Background: an optimization exercise with open tools, aiming at small area and few clock cycles. Do not read the settings as production practice. In this exercise RTL edits were held to simulation tests only and were not proved equivalent to the original. Power is estimated from default activity; no workload was simulated.

===== flow/run.sh =====
#!/bin/bash
# The standard layout (the standard.sh, standard synthesis included) with
# two changes: the port buffers are buf_1 cells, and the clock tree is built
# with larger sink clusters and without dummy loads. Make's full output goes
# to flow.log here; ORFS keeps each step's log under orfs/logs.
set -euo pipefail
bash standard.sh \
  "BUFFER_PORTS_ARGS=-buffer_cell sky130_fd_sc_hd__buf_1" \
  "CTS_ARGS=-sink_clustering_enable -repair_clock_nets -sink_clustering_size 22 -sink_clustering_max_diameter 80 -dont_use_dummy_load" \
  finish > flow.log 2>&1

===== standard.sh =====
#!/bin/bash
# synth_recipe.tcl (not shown) runs the flow's synth.tcl, then flattens the netlist and writes it again
# the make line also repeats each setting of config.mk as NAME=value (left out here)
make -C /OpenROAD-flow-scripts/flow DESIGN_CONFIG=/design/flow/config.mk WORK_HOME=/design/flow/orfs CLKGATE_MAP_FILE= SYNTH_SCRIPT=/design/flow/synth_recipe.tcl "${@:-finish}"

===== config.mk =====
export PLATFORM = sky130hd
export DESIGN_NAME = wildcard_byte_pattern_scanner
export DESIGN_NICKNAME = wildcard_byte_pattern_scanner
export VERILOG_FILES = /design/flow/design.v
export SDC_FILE = /design/flow/constraint.sdc
export NUM_CORES = 4
export LEC_CHECK = 0
export CAP_MARGIN = 20
export CORE_MARGIN = 2
export CORE_UTILIZATION = 40
export SLEW_MARGIN = 20
export SYNTH_HIERARCHICAL = 1

===== constraint.sdc =====
create_clock -name core_clock -period 7.0 [get_ports {clk}]
set_input_delay 1.4000 -clock core_clock [delete_from_list [all_inputs] [get_ports {clk}]]
set_output_delay 1.4000 -clock core_clock [all_outputs]
set_load 0.01 [all_outputs]

===== design.v =====
`default_nettype none
package wbps_pkg;
    localparam int PATTERN_MAX_DEF = 128;
    localparam int ADDR_W          = 48;
    localparam int COUNT_W         = 16;
    localparam int LEN_W           = 8;
    localparam int IDX_W           = 7;
    localparam int BYTE_W          = 8;
    localparam int CFG_IDX_W       = 1;
    localparam int GROUP           = 16;     
    localparam logic [1:0] ACT_LOAD    = 2'd0;
    localparam logic [1:0] ACT_RESTART = 2'd1;
    localparam logic [1:0] ACT_DATA    = 2'd2;
    localparam logic [CFG_IDX_W-1:0] CFG_PATTERN_LENGTH = 1'b0;
    localparam logic [CFG_IDX_W-1:0] CFG_SCAN_END       = 1'b1;
    localparam logic [LEN_W-1:0]   LEN_RESET = 8'd1;
    localparam logic [ADDR_W-1:0]  END_RESET = {ADDR_W{1'b1}};
    localparam logic [COUNT_W-1:0] COUNT_MAX = {COUNT_W{1'b1}};
    typedef struct packed {
        logic [1:0]        action;
        logic [IDX_W-1:0]  entry_index;
        logic [BYTE_W-1:0] entry_value;
        logic              entry_wildcard;
        logic [ADDR_W-1:0] region_start;
        logic [BYTE_W-1:0] data_byte;
    } scan_item_t;
    typedef struct packed {
        logic               match_found;
        logic [ADDR_W-1:0]  match_address;
        logic [COUNT_W-1:0] match_total;
        logic               single_match;
    } scan_result_t;
    typedef struct packed {
        logic              wild;
        logic [BYTE_W-1:0] value;
    } pat_entry_t;
    typedef struct packed {
        logic       shift;       
        logic       rotate;      
        pat_entry_t entry;       
    } cell_ctl_t;
    typedef struct packed {
        logic              cand;     
        logic [ADDR_W-1:0] addr;     
    } side_t;
endpackage
`default_nettype wire
`default_nettype none
module wbps_cell (
    input  wire logic       clk,
    input  wire logic       ld,          
    input  wire logic [7:0] ld_val,
    input  wire logic       ld_wild,
    input  wire logic       s_ins,       
    input  wire logic       s_nxt,       
    input  wire logic       hold,        
    input  wire logic [7:0] nb,
    input  wire logic [7:0] w_up,
    input  wire logic       off_len,     
    output logic      [7:0] w,
    output logic            hit          
);
    logic [7:0] pval;
    logic       pwld;
    always_ff @(posedge clk)
    begin
        if (ld)
        begin
            pval <= ld_val;
            pwld <= ld_wild;
        end
    end
    logic [7:0] w_next;
    assign w_next = ~(~({8{s_ins}} & nb) & ~(({8{s_nxt}} & w_up) | ({8{hold}} & w)));
    always_ff @(posedge clk)
    begin
        w <= w_next;
    end
    assign hit = off_len || pwld || (pval == w_next);
endmodule
`default_nettype wire
`default_nettype none
module wildcard_byte_pattern_scanner (
    input  wire logic                           clk,
    input  wire logic                           rst_n,
    input  wire logic                           item_valid,
    output logic                                item_stall,
    input  wire wbps_pkg::scan_item_t           item,
    output logic                                result_valid,
    input  wire logic                           result_stall,
    output wbps_pkg::scan_result_t              result,
    input  wire logic                           cfg_valid,
    output logic                                cfg_ready,
    input  wire logic [wbps_pkg::CFG_IDX_W-1:0] cfg_index,
    input  wire logic [wbps_pkg::ADDR_W-1:0]    cfg_data
);
    localparam int N  = 128;
    localparam int AW = wbps_pkg::ADDR_W;
    localparam int CW = wbps_pkg::COUNT_W;
    logic [6:0]    off_reg;      
    logic [6:0]    hoff_reg;     
    logic [7:0]    fill_reg;     
    logic [AW-1:0] end_reg;
    logic [AW-1:0] addr_reg;
    logic [CW-1:0] cnt_reg;      
    logic          vld_reg;
    logic          fnd_reg;      
    logic          pass_reg;     
    logic [7:0] hist [N];
    logic adv, item_acc, cfg_acc, is_data, is_load, is_rst, pass, shift;
    logic rot_busy, rot_step, hjump;
    logic [7:0] cfg_len;
    logic [6:0] cfg_off;
    assign adv       = !(vld_reg && result_stall);
    assign is_data   = (item.action == wbps_pkg::ACT_DATA);
    assign is_load   = (item.action == wbps_pkg::ACT_LOAD);
    assign is_rst    = (item.action == wbps_pkg::ACT_RESTART);
    assign rot_busy  = (hoff_reg != off_reg);
    assign item_stall = !adv || (is_data && rot_busy);
    assign item_acc   = item_valid && !item_stall;
    assign cfg_ready  = adv && !item_valid;
    assign cfg_acc    = cfg_valid && cfg_ready;
    logic load_go, rst_go;
    assign load_go = item_valid && adv && is_load;
    assign rst_go  = item_valid && adv && is_rst;
    assign pass  = pass_reg;
    assign shift = item_valid && adv && is_data && !rot_busy && pass;
    assign hjump    = rot_busy && (fill_reg == 8'd0);
    assign rot_step = rot_busy && (fill_reg != 8'd0) && adv;
    assign cfg_len = cfg_data[7:0];
    assign cfg_off = (cfg_len == 8'd0) ? 7'd0
                   : (cfg_len[7] ? 7'd127 : 7'(cfg_len - 8'd1));
    logic hen, hold;
    logic [N-1:0] hit;
    assign hen  = shift || rot_step;
    assign hold = !hen;
    logic [N:0] beyond;
    for (genvar j = 0; j < N; j++)
    begin : g_beyond
        assign beyond[j] = (7'(j) > off_reg);
    end
    assign beyond[N] = 1'b1;
    for (genvar j = 0; j < N; j++)
    begin : g_slot
        logic at;
        assign at = beyond[j + 1] && !beyond[j];
        wbps_cell u_cell (
            .clk     (clk),
            .ld      (load_go && (item.entry_index == 7'(j))),
            .ld_val  (item.entry_value),
            .ld_wild (item.entry_wildcard),
            .s_ins   (shift && at),
            .s_nxt   (hen && !(shift && at)),
            .hold    (hold),
            .nb      (item.data_byte),
            .w_up    (hist[(j + 1) % N]),
            .off_len (beyond[j]),
            .w       (hist[j]),
            .hit     (hit[j])
        );
    end
    logic          found;
    logic [CW-1:0] cnt_inc;
    logic [CW-1:0] total;
    logic [AW-1:0] start_addr;
    assign cnt_inc    = (cnt_reg == wbps_pkg::COUNT_MAX) ? cnt_reg : cnt_reg + 1'b1;
    assign start_addr = addr_reg - AW'(off_reg) - 1'b1;
    assign found      = vld_reg && fnd_reg;
    assign total      = found ? cnt_inc : cnt_reg;
    assign result_valid         = vld_reg;
    assign result.match_found   = found;
    assign result.match_address = found ? start_addr : '0;
    assign result.match_total   = total;
    assign result.single_match  = found ? (cnt_reg == '0) : (cnt_reg == CW'(1));
    logic [7:0]    fill_next;
    logic [6:0]    off_next;
    logic [AW-1:0] addr_next, end_next;
    always_comb
    begin
        addr_next = addr_reg;
        if (rst_go)
            addr_next = item.region_start;
        else if (shift)
            addr_next = addr_reg + 1'b1;
        end_next = end_reg;
        if (cfg_acc && (cfg_index == wbps_pkg::CFG_SCAN_END))
            end_next = cfg_data;
        fill_next = fill_reg;
        if (rst_go)
            fill_next = '0;
        else if (shift && !fill_reg[7])
            fill_next = fill_reg + 1'b1;
        off_next = off_reg;
        if (cfg_acc && (cfg_index == wbps_pkg::CFG_PATTERN_LENGTH))
            off_next = cfg_off;
    end
    always_ff @(posedge clk or negedge rst_n)
    begin
        if (!rst_n)
        begin
            off_reg  <= '0;
            hoff_reg <= '0;
            fill_reg <= '0;
            end_reg  <= wbps_pkg::END_RESET;
            addr_reg <= '0;
            cnt_reg  <= '0;
            vld_reg  <= 1'b0;
            fnd_reg  <= 1'b0;
            pass_reg <= 1'b1;
        end
        else
        begin
            off_reg  <= off_next;
            fill_reg <= fill_next;
            end_reg  <= end_next;
            addr_reg <= addr_next;
            pass_reg <= (addr_next < end_next);
            if (rst_go)
            begin
                hoff_reg <= off_reg;
            end
            else
            begin
                if (hjump)
                    hoff_reg <= off_reg;
                else if (rot_step)
                    hoff_reg <= hoff_reg - 1'b1;
            end
            if (vld_reg && !result_stall)
                cnt_reg <= total;
            if (adv)
            begin
                vld_reg <= item_acc;
                fnd_reg <= shift && (fill_next > {1'b0, off_reg}) && (&hit);
            end
        end
    end
endmodule
`default_nettype wire

==> results of run 1 <==
[area by class of cell]
type | count | area [um^2] | share of cell area
multi-input cells | 4132 | 30900 | 0.298
repair buffers | 457 | 3050 | 0.0294
well taps | 3185 | 3990 | 0.0384
flip-flops and latches | 2313 | 58600 | 0.564
diodes | 10 | 25.0 | 0.000241
inverters | 1129 | 4240 | 0.0408
clock buffers | 121 | 3030 | 0.0292
[Yosys stat by module, one instance, submodules excluded]
module	area [um^2]	copies in the design
wildcard_byte_pattern_scanner	13300	1
wbps_cell	649	128
[cells in the mapped netlist (23+ instances only)]
| cell type | count |
|---|---|
| nand4_1 | 317 |
| nor3_1 | 72 |
| nand3_1 | 64 |
| xnor2_1 | 73 |
| ha_1 | 69 |
| o21ai_1 | 129 |
| o21ai_0 | 127 |
| dfstp_2 | 49 |
| or4_1 | 23 |
| nor2_1 | 584 |
| inv_1 | 1124 |
| nor4_1 | 55 |
| clkbuf_4 | 128 |
| mux2i_1 | 49 |
| clkbuf_1 | 108 |
| nand2_1 | 199 |
| dfxtp_1 | 1024 |
| a21oi_1 | 97 |
| dfrtp_1 | 88 |
| edfxtp_1 | 1152 |
| xor2_1 | 1049 |
| clkbuf_2 | 256 |
| a222oi_1 | 1024 |
[power by group]
part / total [W] / switching, W / internal [W]
sequential: 0.0147 / 0.000228 / 0.0144
combinational: 0.00287 / 0.00219 / 0.000681
clock: 0.00728 / 0.00422 / 0.00305
[worst max path at each step]
| stage | from | endpoint |
|---|---|---|
| 5_1_grt | item_valid | fnd_reg |
| 3_5_place_dp | item_valid | fnd_reg |
| 2_1_floorplan | item[73] | fnd_reg |
| 3_3_place_gp | item_valid | fnd_reg |
| 4_1_cts | item_valid | fnd_reg |
| 6_report | item_valid | fnd_reg |
[layer usage]
layer | vias to the layer above | global-route usage
met5 | - | 0
met4 | 30 | 0.134
met3 | 787 | 0.0459
met2 | 4148 | 0.404
met1 | 33912 | 0.333
li1 | 30041 | -
[kinds of logic (layout without fill, tap and decap cells)]
group	Yosys count	count (layout)	synth area share
flops	2313	2313	0.608
compound gates	1461	1461	0.131
simple gates	1419	1419	0.0712
mux	59	59	0.00625
other cells	1	11	0.0000389
fa+ha+maj	70	70	0.00916
xor+xnor	1122	1122	0.102
buf+inv	1642	1707	0.0725
[worst max-delay path: stages]
cell      delay [ns]
buf_1           0.20
and4b_1         0.40
nand4_1         0.20
nor3_2          0.28
buf_12          0.23
nand2_1         0.60
nor2_1          0.77
nor2_1          0.32
a222oi_1        0.52
xor2_1          0.22
nand4_1         0.15
o21ai_1         0.25
nand4_1         0.13
buf_4           0.18
nor4_1          0.47
buf_4           0.21
nand2_1         0.10
nor4_1          0.42
nand4_1         0.18
o21ai_0         0.17
[through the flow]
step	instances	utilization	total power, W	setup TNS [ns]
finish	11347	0.433	0.0248	0
global route	11341	0.432	0.0255	0
CTS	11337	0.432	0.0248	0
detailed placement	11216	0.420	0.0177	-0.268
global placement	11214	0.420	0.0177	-0.193
floorplan	8087	-	0.0162	0
==> flow_summary.yaml, run 1 <==
outcome:
  status: "complete, no violations"
hold_path:
  hp-start: "g_slot[16].u_cell.w[1]"
  min_path_cells: 2
  hp-class: "reg2reg"
  hold_path_end: "g_slot[15].u_cell.w[1]"
logic_synthesis:
  synth_flop_cell: "edfxtp_1"
  synthCells: 8087
  yosysTopAreaCell: "edfxtp_1"
  syn-num-nets: 8285
  synth_edf_count: 1152
  yosysSeqAreaShare: 0.608
  synth_area_leaders: "edfxtp_1, dfxtp_1, a222oi_1, xor2_1, inv_1"
  yosys_register_bits: 2313
  yosysWarningCount: 9
  syn_area_um2: 96400
  synthArstFlopShare: 0.0592
  ys_types: 72
  yosysTopAreaCellShare: 0.359
  syn_avg_cell_area_um2: 11.9
drt:
  wl_met3_mm: 34.5
  via_per_inst: 6.07
  drc_errors: 0
  routed.top_layer: "met5"
  vias: 68918
  met1_length_mm: 125
  wl_per_cell_um: 28.5
  routed_wl_mm: 324
  dr.pass1.iters: 14
  first_iter_violations: 13694
  detail-route-antenna-nets: 0
  wl_met2_mm: 145
clocking:
  cts_tree: "done"
  ctsHoldBuffers: 0
  cts_setup_buffers: 0
  root_buffer: "clkbuf_16"
  cts_buffers: 121
  postCtsResizedCells: 0
  insertion_delay_ns: 0.83
  clock-sinks: 2313
  htreeDepth: 3
  clockBufferDepth: 3
  clk_pin_slew_ns: 0.09
floorplanning:
  rows: 180
  start_util: 0.402
  ioPinCount: 197
  dieArea_um2: 245000
  core-area_um2: 240000
  die_y_um: 495
  die_width_um: 495
global_route:
  grt_pass1_wl_mm: 460
  track_usage: 0.255
  grt_max_degree: 199
  grt_pass1_vias: 66262
  overflow: 0
  antenna_found_initial: 32
timing:
  tightest_slew_ns: 1.19
  finalHoldViolations: 0
  slew_viol_final: 0
  setup_slack_ns: 0.325
  fin_crit_sh: 0.954
  rsz0062_at_grt: "false"
  maxSlewHeadroom: 0.206
  max_freq_mhz: 150
  finalSetupViolCount: 0
  clock_skew_ns: 0.0687
  hold_slack_ns: 0.507
  period_needed_ns: 6.68
critical_path:
  arrival_ns: 7.43
  crit_required_ns: 7.76
  critPathKind: "in2reg"
  r2r_cells: 20
  r2r_setup_slack_ns: 0.45
  cp_max_fo: 17
  worst_r2r_endpoint: "fnd_reg"
  cp-end-kind: "flip-flop"
  cp-start-kind: "input pin"
  regToRegStartpoint: "off_reg[6]"
power:
  p_per_area_nw_per_um2: 239
  leakage_nw: 42.6
  ir_drop_mv: 0.199
run:
  maxCapViolCount: 0
finish:
  fin_area_um2: 104000
  mostFrequentLayoutCell: "edfxtp_1"
  reg_top3: "g_slot.u_cell.pval x1024, g_slot.u_cell.w x1024, g_slot.u_cell.pwld x128"
  final_cell_mix: "edfxtp_1, inv_1, xor2_1"
  final_nets: 8352
  areaGrowthSynthToFinish_pct: 7.69
  final_layout_size_suffix_gt1_frac: 0.0615
  nFillCells: 22174
place:
  postPlaceCellArea_um2: 101000
  io_buffers: 196
  gp_congestion: 0.930
  pre_cts_slack_ns: -0.268
  dp_hpwl_mm: 217
Testbench counts, summed over its fixed seeds: cycles 45,564.
==> run 2, diff against run 1 <==
==> flow/run.sh (replaced) <==
#!/bin/bash
# The standard layout (the standard.sh, standard synthesis included) with
# two changes: the port buffers are buf_1 cells, and the clock tree is built
# with clkbuf_8 sink buffers and without dummy loads. Make's full output goes
# to flow.log here; ORFS keeps each step's log under orfs/logs.
set -euo pipefail
bash standard.sh \
  "BUFFER_PORTS_ARGS=-buffer_cell sky130_fd_sc_hd__buf_1" \
  "CTS_ARGS=-sink_clustering_enable -repair_clock_nets -sink_clustering_size 16 -sink_clustering_max_diameter 60 -dont_use_dummy_load -sink_clustering_buffer sky130_fd_sc_hd__clkbuf_8" \
  finish > flow.log 2>&1
==> run 2 against run 1 <==
Still clean on timing, DRC and antenna. Setup slack better by 0.037 ns. Core utilization down 0.16 points. Critical endpoint unchanged. Clock power down 7.3%.
==> flow_summary.yaml, run 2 <==
power:
  p_total_w: 0.0243
  power.internal_w: 0.0176
  pwr-share-clk: 0.278
  p_per_area_nw_per_um2: 235
  p_seq_frac: 0.604
  switchingPower_w: 0.00667
  leakage_nw: 42.5
  netSwitchingFraction: 0.275
  ir_drop_mv: 0.247
  p_comb_frac: 0.119
timing:
  tightest_slew_ns: 1.20
  fin_crit_sh: 0.948
  finalSetupViolCount: 0
  setup_slack_ns: 0.362
  rsz0062_at_grt: "false"
  period_needed_ns: 6.64
  clock_skew_ns: 0.0897
  maxSlewHeadroom: 0.201
  slew_viol_final: 0
  hold_slack_ns: 0.502
  finalHoldViolations: 0
  max_freq_mhz: 151
clocking:
  cts_setup_buffers: 0
  root_buffer: "clkbuf_16"
  htreeDepth: 4
  insertion_delay_ns: 0.83
  postCtsResizedCells: 0
  clock-sinks: 2313
  ctsHoldBuffers: 0
  cts_buffers: 178
  clockBufferDepth: 3
  cts_tree: "done"
  clk_pin_slew_ns: 0.10
critical_path:
  cp_slowest_stage_delay_ns: 0.76
  crit_required_ns: 7.75
  cp_top_family: "simple AND/OR/NAND/NOR gates"
  arrival_ns: 7.39
  critPathKind: "in2reg"
  cp-start-kind: "input pin"
  crit_top_cell: "nand4_1"
  path_cells: "buf_1 > and4b_1 > nand4_1 > nor3_2 > buf_12 > nand2_1 > nor2_1 > nor2_1 > a222oi_1 > xor2_1 > nand4_1 > o21ai_1 > nand4_1 > buf_4 > nor4_1 > buf_4 > nand2_1 > nor4_1 > nand4_1 > o21ai_0"
  crit_slowest_cell: "nor2_1"
  critPathBufInv: 4
  cp-end-kind: "flip-flop"
  cp_max_fo: 17
logic_synthesis:
  syn_area_um2: 96400
  yosysTopAreaCell: "edfxtp_1"
  yosysWarningCount: 9
  syn-num-nets: 8285
  yosysTopAreaCellShare: 0.359
  yosys_register_bits: 2313
  synthCells: 8087
  synthArstFlopShare: 0.0592
  synth_area_leaders: "edfxtp_1, dfxtp_1, a222oi_1, xor2_1, inv_1"
  yosysSeqAreaShare: 0.608
  synth_edf_count: 1152
  syn_avg_cell_area_um2: 11.9
  synth_most_common_cell: "edfxtp_1"
  synth_flop_cell: "edfxtp_1"
  ys_top_cells_by_count: "edfxtp_1, inv_1, xor2_1"
  ys_types: 72
finish:
  areaGrowthSynthToFinish_pct: 7.30
  mostFrequentLayoutCell: "edfxtp_1"
  fin_area_um2: 103000
  final_layout_size_suffix_gt1_frac: 0.0680
  final_nets: 8409
  post-route-util: 0.431
  reg_top3: "g_slot.u_cell.pval x1024, g_slot.u_cell.w x1024, g_slot.u_cell.pwld x128"
  nFillCells: 22255
  final_cell_mix: "edfxtp_1, inv_1, xor2_1"
floorplanning:
  die_y_um: 495
  ioPinCount: 197
  start_util: 0.402
  core-area_um2: 240000
  dieArea_um2: 245000
  die_width_um: 495
  rows: 180
global_route:
  grt_max_degree: 199
  grt_pass1_wl_mm: 462
  track_usage: 0.257
  grt_pass1_vias: 66808
  antenna_found_initial: 36
  overflow: 0
drt:
  routed_wl_mm: 325
  vias: 69189
  detail-route-antenna-nets: 0
  drc_errors: 0
  dr.pass1.iters: 14
  first_iter_violations: 13538
  via_per_inst: 6.06
  wl_per_cell_um: 28.5
place:
  postPlaceCellArea_um2: 101000
  gp_congestion: 0.930
  dp_hpwl_mm: 217
  pre_cts_slack_ns: -0.268
  io_buffers: 196
outcome:
  status: "complete, no violations"
run:
  maxCapViolCount: 0
hold_path:
  hp-class: "reg2reg"
run 2: cell counts after synthesis:
No cell type changed its count.
run 2: worst min-delay path: cells and delay by family (launching register included):
family / cells / cell delay [ns]
flops: 1 / 0.35
buf+inv: 1 / 0.06
compound gates: 1 / 0.10
run 2: worst paths after layout:
check	startpoint	slack, ns	to	cells past startpoint
worst max-delay path	item_valid	0.36	fnd_reg	20
worst min-delay path	g_slot[46].u_cell.w[6]	0.50	g_slot[45].u_cell.w[6]	2
worst max register to register	off_reg[6]	0.45	fnd_reg	20
worst min register to register	g_slot[46].u_cell.w[6]	0.50	g_slot[45].u_cell.w[6]	2
max in group asynchronous	rst_n	5.12	off_reg[6]	2
min in group asynchronous	rst_n	0.54	addr_reg[20]	1
run 2: per-module statistics from Yosys (local to each module, per instance):
module	cells	times used
wildcard_byte_pattern_scanner	1943	1
wbps_cell	48	128
run 2: cell families (layout without fill, tap and decap cells):
group                      count (synthesis)  in the layout  share of synthesized area
AOI/OAI and AO/OA                       1461           1461                      0.131
adders and majority gates                 70             70                    0.00916
other                                      1             16                  0.0000389
xor gates and xnor gates                1122           1122                      0.102
DFF                                     2313           2313                      0.608
and+or+nand+nor                         1419           1419                     0.0712
buffers and inverters                   1642           1764                     0.0725
muxes                                     59             59                    0.00625
run 2: final cells by class:
cell class / instances / area, um^2 / area share
Sequential cell: 2313 / 58600 / 0.566
Multi-Input combinational cell: 4132 / 30900 / 0.299
Inverter: 1129 / 4240 / 0.0410
Tap cell: 3185 / 3990 / 0.0385
Timing Repair Buffer: 457 / 3050 / 0.0295
Clock buffer: 178 / 2640 / 0.0255
Antenna cell: 15 / 37.5 / 0.000363
run 2: metrics by stage:
step	instances	TNS (ns)
after floorplan	8087	0
after global placement	11214	-0.193
after detailed placement	11216	-0.268
after CTS	11394	0
after global routing	11398	0
final	11409	0
run 2: routing by layer:
layer / up-vias / GRT usage / wire, um / part of all wire
li1: 30127 / - / - / -
met1: 34028 / 0.334 / 126000 / 0.39
met2: 4159 / 0.404 / 146000 / 0.45
met3: 845 / 0.0511 / 34300 / 0.11
met4: 30 / 0.138 / 18700 / 0.058
met5: - / 0 / 208 / 0.00064
run 2: power groups by stage:
stage	Sequential (W)	Combinational [W]	Clock, W
3_5_place_dp	0.0150	0.00279	0
6_report	0.0147	0.00288	0.00675
4_1_cts	0.0146	0.00280	0.00688
5_1_grt	0.0147	0.00300	0.00735
3_3_place_gp	0.0149	0.00276	0
2_1_floorplan	0.0148	0.00134	0
==> run 3, diff against run 2 <==
--- a/design.v
+++ b/design.v
@@ -107,5 +107,5 @@
     logic          fnd_reg;      
-    logic          pass_reg;     
+    logic          ok_reg;       
     logic [7:0] hist [N];
-    logic adv, item_acc, cfg_acc, is_data, is_load, is_rst, pass, shift;
+    logic adv, item_acc, cfg_acc, is_data, is_load, is_rst, shift;
     logic rot_busy, rot_step, hjump;
@@ -125,4 +125,3 @@
     assign rst_go  = item_valid && adv && is_rst;
-    assign pass  = pass_reg;
-    assign shift = item_valid && adv && is_data && !rot_busy && pass;
+    assign shift = item_valid && adv && is_data && ok_reg;
     assign hjump    = rot_busy && (fill_reg == 8'd0);
@@ -175,3 +174,3 @@
     logic [7:0]    fill_next;
-    logic [6:0]    off_next;
+    logic [6:0]    off_next, hoff_next;
     logic [AW-1:0] addr_next, end_next;
@@ -195,2 +194,7 @@
             off_next = cfg_off;
+        hoff_next = hoff_reg;
+        if (rst_go || hjump)
+            hoff_next = off_reg;
+        else if (rot_step)
+            hoff_next = hoff_reg - 1'b1;
     end
@@ -208,3 +212,3 @@
             fnd_reg  <= 1'b0;
-            pass_reg <= 1'b1;
+            ok_reg   <= 1'b1;
         end
@@ -216,14 +220,4 @@
             addr_reg <= addr_next;
-            pass_reg <= (addr_next < end_next);
-            if (rst_go)
-            begin
-                hoff_reg <= off_reg;
-            end
-            else
-            begin
-                if (hjump)
-                    hoff_reg <= off_reg;
-                else if (rot_step)
-                    hoff_reg <= hoff_reg - 1'b1;
-            end
+            hoff_reg <= hoff_next;
+            ok_reg   <= (hoff_next == off_next) && (addr_next < end_next);
             if (vld_reg && !result_stall)
@@ -233,3 +227,3 @@
                 vld_reg <= item_acc;
-                fnd_reg <= shift && (fill_next > {1'b0, off_reg}) && (&hit);
+                fnd_reg <= shift && (fill_reg >= {1'b0, off_reg}) && (&hit);
             end
==> run 3 against run 2 <==
Count of clock-buffer cells in the layout is 1 lower. Die area hardly changed. Cell count is 0.65% lower. Sequential power is 3% higher. Setup slack worse by 0.21 ns. Clock skew is 0.0065 ns higher. Maximum frequency is 3.0% lower. Still clean on timing, DRC and antenna.
==> flow_summary.yaml, run 3 <==
floorplanning:
  die_width_um: 495
  start_util: 0.401
  dieArea_um2: 245000
  ioPinCount: 197
  die_y_um: 495
  core-area_um2: 240000
  rows: 180
finish:
  reg_top3: "g_slot.u_cell.pval x1024, g_slot.u_cell.w x1024, g_slot.u_cell.pwld x128"
  final_layout_size_suffix_gt1_frac: 0.0673
  post-route-util: 0.431
  final_cell_mix: "edfxtp_1, inv_1, xor2_1"
  areaGrowthSynthToFinish_pct: 7.30
  final_nets: 8340
  mostFrequentLayoutCell: "edfxtp_1"
critical_path:
  cp_max_fo: 9
  endpoint: "fnd_reg"
  r2r_cells: 18
  worst_r2r_endpoint: "fnd_reg"
  arrival_ns: 7.58
  cp-end-kind: "flip-flop"
  regToRegStartpoint: "off_reg[4]"
  crit_required_ns: 7.73
  cp_slowest_stage_delay_ns: 0.94
  cp-start-kind: "flip-flop"
  critPathKind: "reg2reg"
  r2r_setup_slack_ns: 0.15
  crit_slowest_cell: "nor2_1"
  path_cells: "clkinv_1 > nor2_1 > nand3_1 > o21ai_0 > nor3b_1 > buf_4 > nor2_1 > a222oi_1 > xor2_1 > nand4_1 > o21ai_1 > nand4_1 > nor4_2 > buf_4 > buf_4 > and4_1 > nand4_1 > o21ai_0"
  startpoint: "off_reg[4]"
place:
  io_buffers: 196
  dp_hpwl_mm: 203
  gp_congestion: 0.929
logic_synthesis:
  synthCells: 8037
  synthArstFlopShare: 0.0592
  yosys_register_bits: 2313
  synth_area_leaders: "edfxtp_1, dfxtp_1, a222oi_1, xor2_1, inv_1"
  synth_flop_cell: "edfxtp_1"
  yosysTopAreaCell: "edfxtp_1"
  yosysSeqAreaShare: 0.608
  synth_edf_count: 1152
  yosysTopAreaCellShare: 0.359
  syn-num-nets: 8236
  syn_area_um2: 96300
  yosysWarningCount: 9
  ys_top_cells_by_count: "edfxtp_1, inv_1, xor2_1"
  syn_avg_cell_area_um2: 12.0
  ys_types: 78
  synth_most_common_cell: "edfxtp_1"
drt:
  vias: 68440
  dr.pass1.iters: 14
  wl_per_cell_um: 27.4
  detail-route-antenna-nets: 0
  drc_errors: 0
  first_iter_violations: 13303
  routed_wl_mm: 310
  via_per_inst: 6.04
timing:
  clock_skew_ns: 0.0963
  tightest_slew_ns: 1.18
  setup-tns-final_ns: 0
  maxSlewHeadroom: 0.210
  period_needed_ns: 6.85
  fin_crit_sh: 0.978
  finalSetupViolCount: 0
  finalHoldViolations: 0
  slew_viol_final: 0
  max_freq_mhz: 146
  rsz0062_at_grt: "false"
clocking:
  postCtsResizedCells: 0
  cts_tree: "done"
  cts_setup_buffers: 0
  root_buffer: "clkbuf_16"
  clockBufferDepth: 3
  clock-sinks: 2313
  cts_buffers: 177
  ctsHoldBuffers: 0
  insertion_delay_ns: 0.86
  clk_pin_slew_ns: 0.09
  htreeDepth: 4
hold_path:
  hp-class: "reg2reg"
  min_path_cells: 2
global_route:
  grt_pass1_wl_mm: 447
  track_usage: 0.244
  grt_pass1_vias: 66119
  grt_max_degree: 143
  antenna_found_initial: 19
  overflow: 0
power:
  leakage_nw: 42.5
  p_per_area_nw_per_um2: 246
  ir_drop_mv: 0.239
outcome:
  status: "complete, no violations"
run:
  maxCapViolCount: 0
[run 3: cell types whose count changed after synthesis, moves of 7 or more]
cell     delta
a21oi_1    -33
nand4_1    +11
o31ai_1     -9
xor2_1     +22
nand2_1    +11
nor4_1      +9
xnor2_1     +7
nor2_1     -36
nand3_1    -26
a21o_1     +12
nor3b_1    +13
or4_1      -16
[run 3: final cells by class]
class                           instances  area, um^2
Inverter                             1127        4230
Sequential cell                      2313       58600
Fill cell                           22271      137000
Timing Repair Buffer                  438        2930
Clock buffer                          177        2630
Tap cell                             3185        3990
Antenna cell                           11        27.5
Multi-Input combinational cell       4084       31000
[run 3: power breakdown]
| group | total [W] | internal [W] | switching [W] |
|---|---|---|---|
| logic | 0.00363 | 0.000946 | 0.00268 |
| registers | 0.0151 | 0.0147 | 0.000390 |
| clock network | 0.00672 | 0.00249 | 0.00423 |
| total | 0.0254 | 0.0181 | 0.00730 |
[run 3: routing by layer]
metal,global-route usage,share of wire,vias up
met1,0.327,0.40,33825
met2,0.386,0.45,4054
li1,-,-,29879
met5,0,0.00033,-
met3,0.0431,0.10,666
met4,0.110,0.046,16
[run 3: worst max-delay path: cells and delay by family, from the launching register on]
kind | cells | cell delay (ns)
DFF | 1 | 0.68
AOI/OAI and AO/OA | 4 | 1.64
buffers and inverters | 4 | 0.95
and+or+nand+nor | 9 | 3.26
xor gates and xnor gates | 1 | 0.19
[run 3: metrics by stage]
stage               setup slack [ns]  area, um^2  power [W]  hold WS [ns]  std cells
finish                         0.154      103000     0.0254         0.490      11335
global route                  0.0176      103000     0.0262         0.517      11326
CTS                            0.320      103000     0.0254         0.479      11324
detailed placement             0.136      101000     0.0189         0.490      11147
global placement              -0.479      101000     0.0188         0.484      11146
floorplan                    0.00837       96300     0.0173         0.465       8037
[run 3: per-module statistics from Yosys, one instance, submodules excluded]
module / cells inside / cell area [um^2] / flip-flops and latches
wildcard_byte_pattern_scanner: 1893 / 13200 / 137
wbps_cell: 48 / 649 / 17
[run 3: worst min-delay path by stage]
| stage | start | to | slack (ns) |
|---|---|---|---|
| after global placement | g_slot[94].u_cell.w[6] | g_slot[93].u_cell.w[6] | 0.48 |
| final | g_slot[90].u_cell.w[1] | g_slot[89].u_cell.w[1] | 0.49 |
| after global routing | g_slot[88].u_cell.w[6] | g_slot[87].u_cell.w[6] | 0.52 |
| after floorplan | g_slot[1].u_cell.w[6] | g_slot[0].u_cell.w[6] | 0.46 |
| after detailed placement | g_slot[87].u_cell.w[1] | g_slot[87].u_cell.w[1] | 0.49 |
| after CTS | rst_n | cnt_reg[1] | 0.48 |
[run 3: kinds of logic after synthesis]
logic type	Yosys count	synth area share
DFF	2313	0.608
buffers and inverters	1640	0.0724
AOI/OAI and AO/OA	1425	0.130
and+or+nand+nor	1384	0.0705
xor gates and xnor gates	1151	0.105
adders and majority gates	71	0.00930
muxes	52	0.00549
other	1	0.0000389
Testbench counts of run 3, summed over its fixed seeds: cycles 45,564.
==> run 4, diff against run 3 <==
--- a/design.v
+++ b/design.v
@@ -100,2 +100,3 @@
     logic [6:0]    off_reg;      
+    logic [6:0]    off_res;      
     logic [6:0]    hoff_reg;     
@@ -120,3 +121,3 @@
     assign item_acc   = item_valid && !item_stall;
-    assign cfg_ready  = adv && !item_valid;
+    assign cfg_ready  = adv;
     assign cfg_acc    = cfg_valid && cfg_ready;
@@ -165,3 +166,3 @@
     assign cnt_inc    = (cnt_reg == wbps_pkg::COUNT_MAX) ? cnt_reg : cnt_reg + 1'b1;
-    assign start_addr = addr_reg - AW'(off_reg) - 1'b1;
+    assign start_addr = addr_reg - AW'(off_res) - 1'b1;
     assign found      = vld_reg && fnd_reg;
@@ -195,3 +196,5 @@
         hoff_next = hoff_reg;
-        if (rst_go || hjump)
+        if (rst_go)
+            hoff_next = off_next;
+        else if (hjump)
             hoff_next = off_reg;
@@ -199,2 +202,7 @@
             hoff_next = hoff_reg - 1'b1;
+    end
+    always_ff @(posedge clk)
+    begin
+        if (item_acc)
+            off_res <= off_reg;
     end
==> run 4 against run 3 <==
Maximum frequency grew 6.0%. Count of clock-buffer cells in the layout stayed put. Total power decreased by 0.67%. Still clean on timing, DRC and antenna. Synthesized cell count up 0.47%. Design area is 0.60% higher. Global-route usage is 0.18 points lower. Via count down 0.36%. Sequential power about the same.
==> flow_summary.yaml, run 4 <==
outcome:
  status: "complete, no violations"
clocking:
  cts_setup_buffers: 0
  cts_buffers: 177
  cts_tree: "done"
  ctsHoldBuffers: 0
  root_buffer: "clkbuf_16"
  htreeDepth: 4
  clock-sinks: 2320
  clk_pin_slew_ns: 0.09
  postCtsResizedCells: 0
  insertion_delay_ns: 0.82
  clockBufferDepth: 3
logic_synthesis:
  ys_types: 77
  syn_avg_cell_area_um2: 12.0
  yosys_register_bits: 2320
  synth_edf_count: 1159
  synth_area_leaders: "edfxtp_1, dfxtp_1, a222oi_1, xor2_1, inv_1"
  synthArstFlopShare: 0.0591
  ys_top_cells_by_count: "edfxtp_1, inv_1, xor2_1"
  synthCells: 8075
  synth_most_common_cell: "edfxtp_1"
  synth_flop_cell: "edfxtp_1"
  yosysTopAreaCellShare: 0.360
  yosysSeqAreaShare: 0.608
  syn-num-nets: 8274
  syn_area_um2: 96700
  yosysTopAreaCell: "edfxtp_1"
  yosysWarningCount: 9
place:
  io_buffers: 196
  dp_hpwl_mm: 205
  pre_cts_slack_ns: 0.388
  gp_congestion: 0.926
drt:
  routed_wl_mm: 309
  dr.pass1.iters: 14
  vias: 68193
  wl_per_cell_um: 27.1
  first_iter_violations: 11859
  via_per_inst: 5.98
  drc_errors: 0
  detail-route-antenna-nets: 0
timing:
  slew_viol_final: 0
  setup_slack_ns: 0.540
  clock_skew_ns: 0.0909
  max_freq_mhz: 155
  period_needed_ns: 6.46
  maxSlewHeadroom: 0.171
  setup-tns-final_ns: 0
  rsz0062_at_grt: "false"
  fin_crit_sh: 0.923
  tightest_slew_ns: 1.24
  finalHoldViolations: 0
  finalSetupViolCount: 0
critical_path:
  arrival_ns: 7.19
  cp-start-kind: "flip-flop"
  critPathKind: "reg2reg"
  cp_max_fo: 12
  crit_required_ns: 7.73
  cp-end-kind: "flip-flop"
finish:
  mostFrequentLayoutCell: "edfxtp_1"
  ff_latch_area_um2: 58800
  final_cell_mix: "edfxtp_1, inv_1, xor2_1"
  reg_top3: "g_slot.u_cell.pval x1024, g_slot.u_cell.w x1024, g_slot.u_cell.pwld x128"
  final_nets: 8404
  nFillCells: 22227
  areaGrowthSynthToFinish_pct: 7.53
  multi_input_area_um2: 31100
  final_layout_size_suffix_gt1_frac: 0.0695
global_route:
  overflow: 0
  grt_pass1_vias: 66106
  antenna_found_initial: 23
  grt_max_degree: 129
  grt_pass1_wl_mm: 443
  track_usage: 0.243
run:
  maxCapViolCount: 0
floorplanning:
  start_util: 0.402
  die_y_um: 496
  die_width_um: 496
  dieArea_um2: 246000
  rows: 180
  ioPinCount: 197
  core-area_um2: 241000
power:
  leakage_nw: 42.8
  ir_drop_mv: 0.168
  p_per_area_nw_per_um2: 243
hold_path:
  hp-class: "reg2reg"
run 4: per-stage QoR:
step / util / hold slack [ns] / instance area [um^2] / total power (W) / cells
after CTS: 0.432 / 0.499 / 104000 / 0.0253 / 11387
after global routing: 0.432 / 0.522 / 104000 / 0.0261 / 11390
after floorplan: - / 0.423 / 96700 / 0.0171 / 8075
after global placement: 0.421 / 0.489 / 101000 / 0.0187 / 11210
after detailed placement: 0.421 / 0.492 / 101000 / 0.0187 / 11210
final: 0.432 / 0.490 / 104000 / 0.0252 / 11395
run 4: final cells by class:
type,instances,share of cell area
Sequential cell,2320,0.565
Multi-Input combinational cell,4118,0.299
Inverter,1128,0.0407
Tap cell,3185,0.0383
Timing Repair Buffer,460,0.0310
Clock buffer,177,0.0253
Antenna cell,7,0.000168
run 4: cell families after synthesis:
group | after synthesis | synth area share
compound gates | 1415 | 0.128
xor+xnor | 1150 | 0.104
fa+ha+maj | 71 | 0.00926
buf+inv | 1637 | 0.0721
flops | 2320 | 0.608
mux | 50 | 0.00523
other cells | 1 | 0.0000388
simple gates | 1431 | 0.0728
run 4: where the power goes:
group	leakage (nW)	switching [W]	internal, W	total [W]
combinational	21.1	0.00244	0.000943	0.00338
sequential	20.3	0.000407	0.0147	0.0151
clock	1.36	0.00423	0.00249	0.00673
run 4: per-module statistics from Yosys (local to each module, per instance):
module                         flip-flops and latches  area (um^2)  times used
wbps_cell                                          17          649         128
wildcard_byte_pattern_scanner                     144        13600           1
run 4: routing by layer:
metal  vias to the layer above  GRT usage  part of all wire
met1                     33791      0.317              0.39
met2                      3730      0.399              0.47
met3                       671     0.0407             0.098
met5                         -          0           0.00032
li1                      29985          -                 -
met4                        16      0.100             0.044
run 4: final timing paths:
check,cells after the start,from,slack [ns],to
max in group asynchronous,2,rst_n,5.46,off_reg[6]
max reg2reg,17,off_reg[1],0.54,fnd_reg
min reg2reg,2,g_slot[28].u_cell.w[6],0.49,g_slot[27].u_cell.w[6]
max,17,off_reg[1],0.54,fnd_reg
min in group asynchronous,2,rst_n,0.80,addr_reg[37]
min,2,g_slot[28].u_cell.w[6],0.49,g_slot[27].u_cell.w[6]
run 4: critical path: stages (launching register included):
cell      delay (ns)
dfrtp_1         0.82
inv_1           0.44
nand2_1         0.20
nor2_1          0.10
nor2_1          0.79
o21ai_0         0.41
nor3b_1         0.87
nor2_1          0.33
a222oi_1        0.51
xor2_1          0.19
nand4_1         0.13
o21ai_1         0.34
nand4_1         0.15
nor4_1          0.33
buf_4           0.25
and4_1          0.21
nand4_1         0.08
o21ai_0         0.18
Testbench counts of run 4, summed over its fixed seeds: cycles 45,564.

-- afterwards: timing with drivers on the ports --
The flow's constraints put no driver on any port. The routed layouts listed below were extracted and timed again, unchanged, in two steps.
Step 1 (the two cells are an assumption about what drives the block):
set clk [get_ports {clk}]
set_driving_cell -lib_cell sky130_fd_sc_hd__clkbuf_16 $clk
set_driving_cell -lib_cell sky130_fd_sc_hd__buf_2 [delete_from_list [all_inputs] $clk]
Step 2 moves the port delays by t, midway between the first and last clock arrival at a register: inputs arrive t later, outputs are due t later. That takes back most of the time a late clock gives input paths.
Slacks: no drivers / after step 1 / after step 2; pairs: no drivers / after step 1.
run	t, ns	slack for setup (ns)	worst hold slack (ns)	worst setup path after step 2
run 1	0.897	0.325 / 0.400 / -0.497	0.507 / 0.483 / 0.507	input to register
run 2	0.893	0.362 / 0.438 / -0.455	0.502 / 0.463 / 0.502	input to register
run 3	0.883	0.154 / 0.154 / -0.122	0.490 / 0.468 / 0.490	input to register
run 4	0.873	0.540 / 0.540 / 0.106	0.490 / 0.490 / 0.490	input to register
Met with ideal ports but missed after step 2: setup timing in run 1, run 2 and run 3. The setup slack of run 1, which loses most, moves by +0.075 ns with the drivers and by -0.822 ns with both steps.
